What follows belongs to an exercise in optimizing a design on an open flow for small area, a short achievable clock period and few clock cycles per item; a production flow would make more cautious choices. The RTL was checked by simulation tests, not by an equivalence proof against the original design.

==> flow/design.v <==
module deconvolution #(
  parameter int M = 6,
  parameter int N = 8
) (
  input  logic                 clk,
  input  logic                 rst,
  input  logic                 b_we,
  input  logic [$clog2(N)-1:0] b_addr,
  input  logic signed [15:0]   b_wdata,
  input  logic                 start,
  input  logic                 y_valid,
  output logic                 y_ready,
  input  logic signed [31:0]   y_data,
  output logic                 a_valid,
  input  logic                 a_ready,
  output logic signed [15:0]   a_data,
  output logic                 busy,
  output logic                 done,
  output logic                 div_err,
  output logic                 sat,
  output logic                 rem_err
);
  localparam int AW = 35;           
  logic signed [15:0] r_b [0:7];    
  logic [7:0]         r_bv;         
  logic               r_b0s;        
  logic signed [15:0] r_a [0:5];
  logic               r_busy, r_done, r_div_err, r_sat, r_rem_err;
  logic               r_dz;         
  logic [3:0]         f_n;          
  logic [2:0]         f_k;          
  logic [2:0]         f_j;          
  logic signed [15:0] b_op;
  logic [7:0]         bo_one, bo_two, bo_neg;    
  logic signed [31:0] y_reg;
  logic               x_valid, x_first, x_last, x_head, x_n12;
  logic signed [AW-1:0] acc;
  logic               c_chk, c_n12, r_tail_done;
  logic [15:0]        dvs;          
  logic [16:0]        dvs3;         
  logic [2:0]         d_cyc;        
  logic [17:0]        d_p;
  logic [15:0]        d_ql;
  logic               d_ovf, d_neg;
  logic [2:0]         n_a;          
  logic [2:0]         n_out;        
  logic [AW-1:0]        w_pp [0:7];
  logic [AW-1:0]        w_k;
  logic signed [AW-1:0] w_base, w_sum;
  logic [AW-2:0]        w_mag;
  always_comb begin
    w_k = '0;
    for (int i = 0; i < 8; i++) begin
      logic [17:0] m, s;
      m = ({18{bo_one[i]}} & {{2{b_op[15]}}, b_op}) | ({18{bo_two[i]}} & {b_op[15], b_op, 1'b0});
      s = m ^ {18{bo_neg[i]}};
      w_pp[i] = AW'({~s[17], s[16:0]}) << (2*i);
      w_k     = w_k + (AW'(bo_neg[i]) << (2*i)) - (AW'(1) << (17 + 2*i));
    end
  end
  assign w_base = x_first ? AW'(y_reg) : acc;
  assign w_sum  = w_base + w_pp[0] + w_pp[1] + w_pp[2] + w_pp[3] + w_pp[4] + w_pp[5] +
                  w_pp[6] + w_pp[7] + w_k;
  assign w_mag  = w_sum[AW-1] ? 34'(-w_sum) : w_sum[AW-2:0];
  function automatic logic [30:0] dstep(input logic [30:0] pq, input logic [15:0] dv,
                                        input logic [16:0] dv3);
    logic [16:0] v;
    logic [17:0] t1, t2, t3;
    logic [14:0] p;
    logic [1:0]  q;
    v  = {pq[30:16], pq[15:14]};
    t1 = {1'b0, v} - {2'b0, dv};
    t2 = {1'b0, v} - {1'b0, dv, 1'b0};
    t3 = {1'b0, v} - {1'b0, dv3};
    if (!t3[17])      begin q = 2'd3; p = t3[14:0]; end
    else if (!t2[17]) begin q = 2'd2; p = t2[14:0]; end
    else if (!t1[17]) begin q = 2'd1; p = t1[14:0]; end
    else              begin q = 2'd0; p = v[14:0];  end
    dstep = {p, pq[13:0], q};
  endfunction
  logic        w_ovf, w_dfin, w_qbig, w_asat, w_lo0;
  logic [30:0] w_pq;
  logic [11:0] w_qhi, w_qhi_n;
  logic [3:0]  w_qlo, w_qlo_n;
  logic signed [15:0] w_aval;
  assign w_ovf  = (d_p >= {2'd0, dvs});
  assign w_pq   = dstep(dstep({d_p[14:0], d_ql}, dvs, dvs3), dvs, dvs3);
  assign w_dfin = (d_cyc == 3'd4);
  assign w_qhi   = d_ql[11:0];
  assign w_qhi_n = -w_qhi;
  assign w_qlo   = w_pq[3:0];
  assign w_qlo_n = -w_qlo;
  assign w_lo0   = (w_qlo == 4'd0);
  assign w_qbig  = w_qhi[11] && (!d_neg || w_qhi[10:0] != 11'd0 || !w_lo0);
  assign w_asat  = d_ovf || w_qbig;
  assign w_aval  = w_asat ? (d_neg ? 16'sh8000 : 16'sh7fff) :
                   d_neg  ? {(w_lo0 ? w_qhi_n : ~w_qhi), w_qlo_n} : {w_qhi, w_qlo};
  logic [2:0]  w_kmax_n1, w_kmin;
  logic [3:0]  w_n1;
  logic        w_f_first, w_f_last, w_f_ok, w_f_go, w_byp;
  always_comb begin
    w_kmin    = (f_n < 4'd6) ? ((f_n == 4'd0) ? 3'd0 : 3'd1) : 3'(f_n - 4'd5);
    w_f_first = (f_n < 4'd7) ? (f_k == 3'(f_n)) : (f_k == 3'd7);
    w_f_last  = (f_k == w_kmin);
    w_byp     = w_dfin && (f_j == n_a);
    w_f_ok    = (f_n == 4'd0) || (f_j < n_a) || w_byp;
    w_f_go    = r_busy && (f_n != 4'd13) && w_f_ok && (!w_f_first || y_valid);
    w_n1      = f_n + 4'd1;
    w_kmax_n1 = (w_n1 < 4'd7) ? w_n1[2:0] : 3'd7;
  end
  logic [16:0] w_ae;
  assign w_ae = {((f_n == 4'd0) ? 16'sd0 : (w_byp ? w_aval : r_a[f_j])), 1'b0};
  assign y_ready = r_busy && (f_n != 4'd13) && w_f_first && w_f_ok;
  logic w_a_hs, w_fin;
  assign a_valid = r_busy && (n_out < n_a);
  assign a_data  = a_valid ? r_a[n_out] : 16'sd0;
  assign w_a_hs  = a_valid && a_ready;
  assign w_fin   = r_busy && (r_dz || ((c_n12 || r_tail_done) &&
                              (n_out == 3'd6 || (n_out == 3'd5 && w_a_hs))));
  assign busy    = r_busy;
  assign done    = r_done;
  assign div_err = r_div_err;
  assign sat     = r_sat;
  assign rem_err = r_rem_err;
  logic signed [15:0] w_b0;
  logic [15:0]        w_b0m;
  assign w_b0  = (b_we && b_addr == 3'd0) ? b_wdata : (r_bv[0] ? r_b[0] : 16'sd0);
  assign w_b0m = w_b0[15] ? 16'(-w_b0) : 16'(w_b0);
  always_ff @(posedge clk or negedge rst) begin
    if (!rst) begin
      r_bv        <= '0;
      r_busy      <= 1'b0;
      r_done      <= 1'b0;
      r_div_err   <= 1'b0;
      r_sat       <= 1'b0;
      r_rem_err   <= 1'b0;
      r_dz        <= 1'b0;
      f_n         <= 4'd13;
      f_k         <= '0;
      f_j         <= '0;
      x_valid     <= 1'b0;
      x_first     <= 1'b0;
      x_last      <= 1'b0;
      x_head      <= 1'b0;
      x_n12       <= 1'b0;
      c_chk       <= 1'b0;
      c_n12       <= 1'b0;
      r_tail_done <= 1'b0;
      d_cyc       <= '0;
      n_a         <= '0;
      n_out       <= '0;
    end else begin
      r_done <= 1'b0;
      if (!r_busy) begin
        if (b_we) r_bv[b_addr] <= 1'b1;
        if (start) begin
          r_busy      <= 1'b1;
          r_dz        <= (w_b0 == 16'sd0);
          r_div_err   <= (w_b0 == 16'sd0);
          r_sat       <= 1'b0;
          r_rem_err   <= 1'b0;
          f_n         <= (w_b0 == 16'sd0) ? 4'd13 : 4'd0;
          f_k         <= '0;
          f_j         <= '0;
          r_tail_done <= 1'b0;
          n_a         <= '0;
          n_out       <= '0;
        end
        x_valid <= 1'b0;
        c_chk   <= 1'b0;
        c_n12   <= 1'b0;
        d_cyc   <= '0;
      end else begin
        x_valid <= w_f_go;
        x_first <= w_f_go && w_f_first;
        if (w_f_go) begin
          x_last  <= w_f_last;
          x_head  <= (f_n < 4'd6);
          x_n12   <= (f_n == 4'd12);
          if (w_f_last) begin
            f_n <= w_n1;
            f_k <= w_kmax_n1;
            f_j <= (w_n1 < 4'd7) ? 3'd0 : 3'(w_n1 - 4'd7);
          end else begin
            f_k <= f_k - 3'd1;
            f_j <= f_j + 3'd1;
          end
        end
        c_chk <= x_valid && x_last && !x_head;
        c_n12 <= x_valid && x_last && x_n12;
        if (c_chk && acc != '0) r_rem_err <= 1'b1;
        if (c_n12) r_tail_done <= 1'b1;
        if (x_valid && x_last && x_head) d_cyc <= 3'd1;
        else if (w_dfin)                  d_cyc <= 3'd0;
        else if (d_cyc != 3'd0)           d_cyc <= d_cyc + 3'd1;
        if (w_dfin) begin
          n_a <= n_a + 3'd1;
          if (w_asat) r_sat <= 1'b1;
        end
        if (w_a_hs) n_out <= n_out + 3'd1;
        if (w_fin) begin
          r_busy <= 1'b0;
          r_done <= 1'b1;
          f_n    <= 4'd13;
        end
      end
    end
  end
  always_ff @(posedge clk) begin
    if (!r_busy && b_we) r_b[b_addr] <= b_wdata;
    if (r_busy && f_n == 4'd0) dvs3 <= {1'b0, dvs} + {dvs, 1'b0};
    if (!r_busy && start) begin
      r_b0s <= w_b0[15];
      dvs  <= w_b0m;
    end
    for (int i = 0; i < 8; i++) begin
      bo_one[i] <= w_f_go & (w_ae[2*i] ^ w_ae[2*i+1]);
      bo_two[i] <= w_f_go & ((w_ae[2*i+2] & ~w_ae[2*i+1] & ~w_ae[2*i]) |
                             (~w_ae[2*i+2] & w_ae[2*i+1] & w_ae[2*i]));
      bo_neg[i] <= ~w_ae[2*i+2];
    end
    b_op  <= r_bv[f_k] ? r_b[f_k] : 16'sd0;
    y_reg <= y_data;
    acc <= w_sum;
    if (x_valid && x_last && x_head) begin
      d_p   <= w_mag[33:16];
      d_ql  <= w_mag[15:0];
      d_neg <= w_sum[AW-1] ^ r_b0s;
    end else begin
      d_p  <= {3'd0, w_pq[30:16]};
      d_ql <= w_pq[15:0];
    end
    if (d_cyc == 3'd1) d_ovf <= w_ovf;
    if (w_dfin) r_a[n_a] <= w_aval;
  end
endmodule
Settings: LEC_CHECK=0, ABC_AREA=1, CAP_MARGIN=20, CORE_MARGIN=2, CORE_UTILIZATION=70, SETUP_SLACK_MARGIN=5, SLEW_MARGIN=20; clock period 12.0 ns.
run.sh (not shown) runs the stock make flow with config.mk's settings and CLKGATE_MAP_FILE= SYNTH_SCRIPT=/design/flow/synth_recipe.tcl, a recipe that flattens the netlist after the stock synthesis.
Testbench counts at the start, summed over its fixed seeds: cycles 10,984, frames 192.
Change:
--- a/flow/design.v
+++ b/flow/design.v
@@ -35,7 +35,7 @@
   logic signed [31:0] y_reg;
   logic               x_valid, x_first, x_last, x_head, x_n12;
   logic signed [AW-1:0] acc;
-  logic               c_chk, c_n12, r_tail_done;
+  logic               w_chk, w_n12, r_tail_done;
   logic [15:0]        dvs;          
   logic [16:0]        dvs3;         
   logic [2:0]         d_cyc;        
@@ -115,7 +115,9 @@
   assign a_valid = r_busy && (n_out < n_a);
   assign a_data  = a_valid ? r_a[n_out] : 16'sd0;
   assign w_a_hs  = a_valid && a_ready;
-  assign w_fin   = r_busy && (r_dz || ((c_n12 || r_tail_done) &&
+  assign w_chk   = x_valid && x_last && !x_head;
+  assign w_n12   = x_valid && x_last && x_n12;
+  assign w_fin   = r_busy && (r_dz || ((w_n12 || r_tail_done) &&
                               (n_out == 3'd6 || (n_out == 3'd5 && w_a_hs))));
   assign busy    = r_busy;
   assign done    = r_done;
@@ -143,8 +145,6 @@
       x_last      <= 1'b0;
       x_head      <= 1'b0;
       x_n12       <= 1'b0;
-      c_chk       <= 1'b0;
-      c_n12       <= 1'b0;
       r_tail_done <= 1'b0;
       d_cyc       <= '0;
       n_a         <= '0;
@@ -167,8 +167,6 @@
           n_out       <= '0;
         end
         x_valid <= 1'b0;
-        c_chk   <= 1'b0;
-        c_n12   <= 1'b0;
         d_cyc   <= '0;
       end else begin
         x_valid <= w_f_go;
@@ -186,10 +184,8 @@
             f_j <= f_j + 3'd1;
           end
         end
-        c_chk <= x_valid && x_last && !x_head;
-        c_n12 <= x_valid && x_last && x_n12;
-        if (c_chk && acc != '0) r_rem_err <= 1'b1;
-        if (c_n12) r_tail_done <= 1'b1;
+        if (w_chk && w_sum != '0) r_rem_err <= 1'b1;
+        if (w_n12) r_tail_done <= 1'b1;
         if (x_valid && x_last && x_head) d_cyc <= 3'd1;
         else if (w_dfin)                  d_cyc <= 3'd0;
         else if (d_cyc != 3'd0)           d_cyc <= d_cyc + 3'd1;
After rerunning: Routed wire length is lower by a few percent. Cell area is higher slightly. Area after synthesis stays flat. Synthesized cell count hardly moves. First-iteration DRC count is lower by a few percent. Core utilization is higher by 0.33 points. Register-to-register slack is better by 0.07 ns. Final cell count is higher slightly. Worst setup slack is worse by 0.033 ns. Global-route usage is lower by 1.3 points.
Testbench counts after the change, summed over its fixed seeds: cycles 10,792, frames 192.

port drivers added, routing unchanged:
Ports are ideal in the flow. The routed layouts listed here were re-timed in OpenROAD. Step 1 (the two cells are an assumption about what drives the block):
set clk [get_ports {clk}]
set_driving_cell -lib_cell sky130_fd_sc_hd__clkbuf_16 $clk
set_driving_cell -lib_cell sky130_fd_sc_hd__buf_2 [delete_from_list [all_inputs] $clk]
Step 2 times the ports against the registers' clock, not the clock port: input delays grow and output delays shrink by t, the midpoint of the rising clock arrivals with the driver on. a / b / c = no drivers / after step 1 / after step 2; a / b = the first two.
run	shift t [ns]	setup slack, ns	worst slew at a driven data input, ns
the first run	0.661	5.183 / 5.121 / 5.238	0.09
the second run	0.661	5.149 / 5.088 / 5.313	0.08
After both steps setup and hold are still met in every run listed.
